This is an optimization exercise on Yosys and OpenROAD, whose aim is small area, a short achievable clock period and few clock cycles per item, not a production implementation. Function was checked by simulation only, so behaviour that the tests miss may differ from the original.

==> flow/design.v (excerpt) <==
module sha256_stream_hasher_top (
	input  logic       clk,
	input  logic       arst_n,
	input  logic       s_axis_tvalid,
	output logic       s_axis_tready,
	input  logic [7:0] s_axis_tdata,
	input  logic       s_axis_tuser,
	output logic       m_axis_tvalid,
	input  logic       m_axis_tready,
	output logic [7:0] m_axis_tdata,
	output logic       m_axis_tlast,
	input  logic       cfg_we,
	input  logic [5:0] cfg_wdata
);
clock: 12.0 ns
lec_check: 0
cap_margin: 20
core_margin: 2
core_utilization: 45
cts_buf_list: sky130_fd_sc_hd__clkbuf_16
cts_cluster_diameter: 60
cts_cluster_size: 30
place_density: 0.6
slew_margin: 20
standard.sh (not shown) runs the stock make flow with config.mk's settings and CLKGATE_MAP_FILE= SYNTH_SCRIPT=/design/flow/synth_recipe.tcl, a recipe that flattens the netlist after the stock synthesis.
==> flow/flow/run.sh <==
#!/bin/bash
set -o pipefail
cp standard.sh standard_sh_copy.log
export SETUP_SLACK_MARGIN=8
bash standard.sh > standard.log 2>&1
The baseline ran to the end with no violations.
Testbench counts at the start, summed over its fixed seeds: cycles 53,124, bytes 44,000.
Edit:
==> flow/flow/run.sh (replaced) <==
#!/bin/bash
set -o pipefail
cp standard.sh standard_sh_copy.log
export SETUP_SLACK_MARGIN=8.5
bash standard.sh > standard.log 2>&1
After rerunning:
- non-clock buffer count goes up by 136
- wire length goes up by 2.6%
- first-iteration DRC count goes up by 11%
Edit:
==> flow/flow/run.sh (replaced) <==
#!/bin/bash
set -o pipefail
cp standard.sh standard_sh_copy.log
export SETUP_SLACK_MARGIN=7.5
bash standard.sh > standard.log 2>&1
Outcome: Area after synthesis is unchanged. Worst setup slack got worse by 0.32 ns. Count of clock-buffer cells in the layout rose by 4. Flip-flop and latch count is unchanged. Cell area fell by 5.4%. Utilization fell by 2.9 points.

== juniper ==
sha256_stream_hasher_top, a different RTL version from the one above (not shown whole).
For scale: ~7200 cells after synthesis, ~1700 flip-flops, roughly 75000 um2 of cells after synthesis.
Settings: LEC_CHECK=0, CAP_MARGIN=20, CORE_MARGIN=2, CORE_UTILIZATION=45, CTS_BUF_LIST=sky130_fd_sc_hd__clkbuf_8, CTS_CLUSTER_SIZE=30, PLACE_DENSITY=0.6, SLEW_MARGIN=20; clock period 12.0 ns.
==> flow/flow/run.sh <==
#!/bin/bash
set -o pipefail
cp standard.sh standard_sh_copy.log
export SETUP_SLACK_MARGIN=8
bash standard.sh > standard.log 2>&1
Testbench counts of juniper, summed over its fixed seeds: cycles 53,092, bytes 44,000.
Input changes introduced in amber (baseline for comparison: juniper):
- CTS_CLUSTER_SIZE now 40, was 30
- HOLD_SLACK_MARGIN now 0, previously not set
- CTS_BUF_LIST now sky130_fd_sc_hd__clkbuf_16, was sky130_fd_sc_hd__clkbuf_8
- CTS_CLUSTER_DIAMETER now 70, previously not set
==> flow/flow/run.sh <==
#!/bin/bash
set -o pipefail
cp standard.sh standard_sh_copy.log
export SETUP_SLACK_MARGIN=7
bash standard.sh > standard.log 2>&1
[summary]
- amber vs juniper on clock latency on the worst-skew pair: amber is the lower one.
- Cmp amber vs juniper: wire length of the first global-routing pass lower in amber
- Final standard cell utilization of the core came out lower on amber than on juniper.
- Compared with juniper, in amber first-iteration DRC count -7.8%, non-clock buffer count lost 163, detail-routed via count per cell went up by 0.020, number of buffers on the longest clock path down 1.
diff inputs: amber => sierra
- HOLD_SLACK_MARGIN no longer set, was 0
- CTS_CLUSTER_DIAMETER now 60, was 70
- CTS_CLUSTER_SIZE now 30, was 40
==> flow/flow/run.sh <==
#!/bin/bash
set -o pipefail
cp standard.sh standard_sh_copy.log
export SETUP_SLACK_MARGIN=6
bash standard.sh > standard.log 2>&1
==> run notes <==
- amber -> sierra: count of clock-buffer cells in the layout increased by more than 10%
- sierra went all the way through synthesis, placement and routing and the layout is clean on timing, DRC and antenna.
- Going from amber to sierra, depth of the critical timing path with buffers and inverters included went up 4; global-route usage over all layers held.
Here is what was changed in the inputs of cedar compared with sierra.
==> flow/flow/run.sh <==
#!/bin/bash
set -o pipefail
cp standard.sh standard_sh_copy.log
export SETUP_SLACK_MARGIN=7
bash standard.sh > standard.log 2>&1
==> comparison <==
cedar vs sierra on non-clock buffer count: cedar is the higher one. Going from sierra to cedar, design area saw an increase, hold slack saw little to no change, wire length saw an increase, post-layout minimum cycle time saw a decrease.

[re-timing with driven ports]
In the flow no input, the clock included, has a driving cell. The finished layouts below were timed again as built, in two steps.
Step 1: set_driving_cell puts a clkbuf_16 on clk and a buf_2 on each other input, an assumption about the parent block.
Step 2 times the ports against the registers' clock, not the clock port: input delays grow and output delays shrink by t, the midpoint of the rising clock arrivals with the driver on.
a / b / c = no drivers / after step 1 / after step 2; a / b = the first two.
| run | t, ns | setup WS [ns] | clock arrival spread, ns |
|---|---|---|---|
| the first run of note 1 | 0.901 | 7.915 / 7.915 / 7.713 | 0.061 / 0.061 |
| the second run of note 1 | 0.895 | 7.972 / 7.972 / 7.972 | 0.053 / 0.053 |
| the third run of note 1 | 0.873 | 7.648 / 7.648 / 7.648 | 0.063 / 0.063 |
| juniper | 1.086 | 7.185 / 7.185 / 7.185 | 0.112 / 0.112 |
| amber | 0.837 | 7.053 / 7.053 / 7.053 | 0.068 / 0.069 |
| sierra | 0.865 | 6.457 / 6.457 / 6.457 | 0.057 / 0.057 |
| cedar | 0.863 | 7.051 / 7.051 / 7.051 | 0.052 / 0.052 |
After both steps setup and hold are still met in every run listed. For the first run of note 1, which loses most, drivers alone change the setup slack by 0.000 ns; drivers and shift together by -0.202 ns.
